From an optimization exercise on the open Yosys and OpenROAD flow, aimed at small area; shortcuts taken in it are not production practice.
Only simulation tests tie the RTL to the original design; equivalence was not proved.
No activity file was given, so power comes from the tool's default toggle rates.

job 101:
==> flow/design.v (excerpt) <==
module rv_pipe (
    input  logic                        clk_i,
    input  logic                        arst_n_i,
    input  logic                        inst_valid_i,
    input  logic [32-1:0]         inst_addr_i,
    input  logic [32-1:0]         inst_i,
    output logic                        wb_we_o,
    output logic [5-1:0]   wb_waddr_o,
    output logic [32-1:0]         wb_wdata_o
);
clock: 6.5 ns
lec_check: 0
cap_margin: 20
core_margin: 2
core_utilization: 50
place_density: 0.65
setup_slack_margin: 0.2
slew_margin: 20
synth_hierarchical: 1
standard.sh (not shown) runs the stock make flow with config.mk's settings and CLKGATE_MAP_FILE= SYNTH_SCRIPT=/design/flow/synth_recipe.tcl, a recipe that flattens the netlist after the stock synthesis.
==> flow/flow/run.sh <==
#!/bin/bash
# Layout: the standard ORFS flow (standard.sh) with three changes:
#  - clock tree: clkbuf_4 clock buffers, sink clusters of at most 9 within
#    40 um, and no dummy loads,
#  - port buffers: buf_1 instead of the default delay buffer,
#  - before global placement, weak gates driving many loads get the next
#    drive strength (flow/upsize_hf.tcl), which saves buffers.
# make's output goes to flow.log; ORFS writes each step's log under orfs/logs.
set -euo pipefail
here=$(pwd)
bash standard.sh \
  "CTS_ARGS=-sink_clustering_enable -repair_clock_nets -dont_use_dummy_load -buf_list sky130_fd_sc_hd__clkbuf_4 -sink_clustering_size 9 -sink_clustering_max_diameter 40" \
  "BUFFER_PORTS_ARGS=-buffer_cell sky130_fd_sc_hd__buf_1" \
  "PRE_GLOBAL_PLACE_TCL=$here/flow/upsize_hf.tcl" \
  finish > flow.log 2>&1
==> flow/flow/upsize_hf.tcl <==
# Before global placement: a logic gate (not a flip-flop or buffer) that
# drives 10 or more loads and has the smallest drive of its family is given
# the next drive strength up, so that fewer buffers are needed on the
# register file's select, clear and set lines.
set n 0
set db [ord::get_db]
set block [ord::get_db_block]
foreach inst [$block getInsts] {
  set m [[$inst getMaster] getName]
  if {![regexp {^(sky130_fd_sc_hd__[a-z0-9]+)_([01])$} $m -> fam sz]} { continue }
  if {[regexp {__(df|edf|sdf|dl|buf|clkbuf|conb|tap|fill|decap|inv|clkinv)} $fam]} { continue }
  set to ${fam}_2
  if {[$db findMaster $to] eq "NULL"} { continue }
  set fo 0
  foreach it [$inst getITerms] {
    if {[$it isOutputSignal]} {
      set net [$it getNet]
      if {$net ne "NULL"} { foreach x [$net getITerms] { if {[$x isInputSignal]} { incr fo } } }
    }
  }
  if {$fo >= 10} {
    replace_cell [$inst getName] $to
    incr n
  }
}
puts "upsize_hf: resized $n gates"
Job 101 was carried through to the last stage, and its layout satisfied the timing, DRC and antenna checks.
Input changes introduced in job 102 (baseline for comparison: job 101):
-- flow/config.mk --
<<< job 101, line 10
export CORE_UTILIZATION = 50
export PLACE_DENSITY = 0.65
>>> job 102, line 10
export CORE_UTILIZATION = 60
export PLACE_DENSITY = 0.72
Findings:
- Routed wire in job 102 totals more than in job 101.
- Going from job 101 to job 102, total power after layout lost 0.10 mW; die area lost 16,000 sq um.
Here is what was changed in the inputs of job 103 compared with job 102.
-- flow/flow/run.sh --
<<< job 102, line 2
# Layout: the standard ORFS flow (standard.sh) with three changes:
>>> job 103, line 2
# Layout: the standard ORFS flow (standard.sh) with two changes:
<<< job 102, line 5
#  - port buffers: buf_1 instead of the default delay buffer,
#  - before global placement, weak gates driving many loads get the next
#    drive strength (flow/upsize_hf.tcl), which saves buffers.
>>> job 103, line 5
#  - port buffers: buf_1 instead of the default delay buffer.
<<< job 102, line 10
here=$(pwd)
>>> job 103, line 8
<<< job 102, line 14
  "PRE_GLOBAL_PLACE_TCL=$here/flow/upsize_hf.tcl" \
>>> job 103, line 11
-- flow/config.mk --
<<< job 102, line 10
export CORE_UTILIZATION = 60
export PLACE_DENSITY = 0.72
>>> job 103, line 10
export CORE_UTILIZATION = 50
export PLACE_DENSITY = 0.65
removed: flow/flow/upsize_hf.tcl
### Flow results
Compared with job 102, job 103 shows a minimum clock period after layout that is 0.064 ns higher. Total power after layout, job 103 vs job 102: up slightly. Between job 103 and job 102, fmax is lower for job 103, job 102 comes in above that. Core utilization: job 103 lower than job 102. In the reports for job 103 and job 102, the smaller met2 capacity usage during global routing belongs to job 103. STATUS minimum setup slack after placement: job 103 loses against job 102. Share of total power in the clock network in job 103 vs job 102: up 0.6 points. Re length of routed met3 wiring: job 103 and job 102 aren't equal, and the higher value belongs to job 102.

========
Another version of the RTL of rv_pipe (not shown whole).
Size in the first run: about 1100 flip-flops, about 110 I/O pins.
Settings: LEC_CHECK=0, CAP_MARGIN=20, CORE_MARGIN=2, CORE_UTILIZATION=40, PLACE_DENSITY=0.6, SETUP_SLACK_MARGIN=0.05, SLEW_MARGIN=20, SYNTH_HIERARCHICAL=1; clock period 6.5 ns.
==> flow/flow/run.sh <==
#!/bin/bash
# Layout: the standard ORFS flow (standard.sh) with two changes:
#  - clock tree: clkbuf_4 clock buffers, sink clusters of at most 9 within
#    40 um, and no dummy loads,
#  - port buffers: buf_1 instead of the default delay buffer.
# make's output goes to flow.log; ORFS writes each step's log under orfs/logs.
set -euo pipefail
bash standard.sh \
  "CTS_ARGS=-sink_clustering_enable -repair_clock_nets -dont_use_dummy_load -buf_list sky130_fd_sc_hd__clkbuf_4 -sink_clustering_size 9 -sink_clustering_max_diameter 40" \
  "BUFFER_PORTS_ARGS=-buffer_cell sky130_fd_sc_hd__buf_1" \
  finish > flow.log 2>&1
Then changed:
==> flow/flow/run.sh (replaced) <==
#!/bin/bash
# Layout: the standard ORFS flow (standard.sh) with two changes:
#  - clock tree: clkbuf_8 clock buffers, sink clusters of at most 16,
#    and no dummy loads,
#  - port buffers: buf_2 instead of the default delay buffer.
# make's output goes to flow.log; ORFS writes each step's log under orfs/logs.
set -euo pipefail
bash standard.sh \
  "CTS_ARGS=-sink_clustering_enable -repair_clock_nets -dont_use_dummy_load -buf_list sky130_fd_sc_hd__clkbuf_8 -sink_clustering_size 16 -sink_clustering_max_diameter 50" \
  "BUFFER_PORTS_ARGS=-buffer_cell sky130_fd_sc_hd__buf_2" \
  finish > flow.log 2>&1
Worst hold slack gains 180 ps. Sequential power barely changes. Synthesized area is unchanged. Final cell count falls by 1.2%. Clock power rises by 7.7%. Worst setup slack gains 110 ps. Synthesized cell count stays the same. Design area rises by 0.46%.

========
AL:
rv_pipe, a different RTL version from the one above (not shown whole).
For scale: ~3900 cells after synthesis, roughly 1100 flip-flops, about 110 I/O pins, roughly 46000 sq um of cells after synthesis.
==> flow/config.mk <==
export PLATFORM = sky130hd
export DESIGN_NAME = rv_pipe
export DESIGN_NICKNAME = rv_pipe
export VERILOG_FILES = /design/flow/design.v
export SDC_FILE = /design/flow/constraint.sdc
export NUM_CORES = 8
export LEC_CHECK = 0
export CAP_MARGIN = 20
export CORE_MARGIN = 2
export CORE_UTILIZATION = 60
export PLACE_DENSITY = 0.72
export SETUP_SLACK_MARGIN = 0.2
export SLEW_MARGIN = 20
export SYNTH_HIERARCHICAL = 1
==> flow/constraint.sdc <==
create_clock -name core_clock -period 6.5 [get_ports {clk_i}]
set_input_delay 1.3000 -clock core_clock [delete_from_list [all_inputs] [get_ports {clk_i}]]
set_output_delay 1.3000 -clock core_clock [all_outputs]
set_load 0.01 [all_outputs]
==> flow/flow/run.sh <==
#!/bin/bash
# Layout: the standard ORFS flow (standard.sh) with three changes:
#  - clock tree: clkbuf_4 clock buffers, sink clusters of at most 9 within
#    40 um, and no dummy loads,
#  - port buffers: buf_1 instead of the default delay buffer,
#  - before global placement, weak gates driving many loads get the next
#    drive strength (flow/upsize_hf.tcl), which saves buffers.
# make's output goes to flow.log; ORFS writes each step's log under orfs/logs.
set -euo pipefail
here=$(pwd)
bash standard.sh \
  "CTS_ARGS=-sink_clustering_enable -repair_clock_nets -dont_use_dummy_load -buf_list sky130_fd_sc_hd__clkbuf_4 -sink_clustering_size 9 -sink_clustering_max_diameter 40" \
  "BUFFER_PORTS_ARGS=-buffer_cell sky130_fd_sc_hd__buf_1" \
  "PRE_GLOBAL_PLACE_TCL=$here/flow/upsize_hf.tcl" \
  finish > flow.log 2>&1
==> flow/flow/upsize_hf.tcl <==
# Before global placement: a logic gate (not a flip-flop or buffer) that
# drives 10 or more loads and has the smallest drive of its family is given
# the next drive strength up, so that fewer buffers are needed on the
# register file's select, clear and set lines.
set n 0
set db [ord::get_db]
set block [ord::get_db_block]
foreach inst [$block getInsts] {
  set m [[$inst getMaster] getName]
  if {![regexp {^(sky130_fd_sc_hd__[a-z0-9]+)_([01])$} $m -> fam sz]} { continue }
  if {[regexp {__(df|edf|sdf|dl|buf|clkbuf|conb|tap|fill|decap|inv|clkinv)} $fam]} { continue }
  set to ${fam}_2
  if {[$db findMaster $to] eq "NULL"} { continue }
  set fo 0
  foreach it [$inst getITerms] {
    if {[$it isOutputSignal]} {
      set net [$it getNet]
      if {$net ne "NULL"} { foreach x [$net getITerms] { if {[$x isInputSignal]} { incr fo } } }
    }
  }
  if {$fo >= 10} {
    replace_cell [$inst getName] $to
    incr n
  }
}
puts "upsize_hf: resized $n gates"
Input-level comparison between TR and AL:
diff --git a/flow/config.mk b/flow/config.mk
--- a/flow/config.mk
+++ b/flow/config.mk
@@ -10,2 +10,2 @@
-export CORE_UTILIZATION = 60
-export PLACE_DENSITY = 0.72
+export CORE_UTILIZATION = 50
+export PLACE_DENSITY = 0.65
Notes after the runs:
Summary of TR over AL: sequential share of layout area went down by 0.31 points; area of combinational cells with multiple inputs ~0 delta; number of buffers created by CTS went up.
For AL, the path category of the worst min-delay check was in -> reg, unlike TR, where it was in -> async.

========
Another version of the RTL of rv_pipe (not shown whole).
For scale: ~3900 cells after synthesis, ~1100 flip-flops, about 46000 um2 of cells after synthesis.
clock: 6.5 ns
lec_check: 0
cap_margin: 20
core_margin: 2
core_utilization: 60
place_density: 0.72
setup_slack_margin: 0.2
slew_margin: 20
synth_hierarchical: 1
Scripts as last shown in full above: flow/flow/run.sh, flow/flow/upsize_hf.tcl
The starting point went through all stages and came out clean.
Change:
- CORE_UTILIZATION: 60 -> 50
- PLACE_DENSITY: 0.72 -> 0.65
Sequential cell count does not change. Wire length grows by a few percent. Cell area went up slightly.

[what the ideal ports hide]
No port has a modelled driver above. Below, the same layouts with a new extraction and two added sets of constraints.
Step 1 (the two cells are an assumption about what drives the block):
set clk [get_ports {clk_i}]
set_driving_cell -lib_cell sky130_fd_sc_hd__clkbuf_16 $clk
set_driving_cell -lib_cell sky130_fd_sc_hd__buf_2 [delete_from_list [all_inputs] $clk]
Step 2 times the ports against the registers' clock, not the clock port: input delays grow and output delays shrink by t, the midpoint of the rising clock arrivals with the driver on.
Three values: ideal, step 1, step 2; two values: the first two.
run | t, ns | setup WS [ns] | hold WS [ns] | slew at the worst register clock pin (ns) | pins driven straight from the clock port
job 101 | 1.140 | 0.596 / 0.596 / 0.596 | 0.257 / 0.207 / 0.465 | 0.12 / 0.12 | 1
job 102 | 1.113 | 0.261 / 0.261 / 0.261 | 0.311 / 0.262 / 0.503 | 0.11 / 0.11 | 1
job 103 | 1.217 | 0.197 / 0.197 / 0.197 | 0.020 / -0.029 / 0.477 | 0.11 / 0.11 | 1
the first run of note 2 | 1.230 | 0.155 / 0.155 / 0.155 | 0.153 / 0.114 / 0.326 | 0.11 / 0.11 | 1
the second run of note 2 | 0.859 | 0.263 / 0.263 / 0.263 | 0.331 / 0.331 / 0.331 | 0.10 / 0.10 | 1
AL | 1.097 | 0.481 / 0.481 / 0.481 | 0.339 / 0.292 / 0.513 | 0.11 / 0.11 | 1
TR | 1.168 | 0.454 / 0.454 / 0.454 | 0.190 / 0.155 / 0.515 | 0.11 / 0.11 | 1
the first run of note 4 | 1.121 | 0.361 / 0.361 / 0.361 | 0.304 / 0.254 / 0.517 | 0.11 / 0.11 | 1
the second run of note 4 | 1.173 | 0.274 / 0.274 / 0.274 | 0.218 / 0.176 / 0.517 | 0.10 / 0.10 | 1
After both steps every run listed still meets setup and hold.
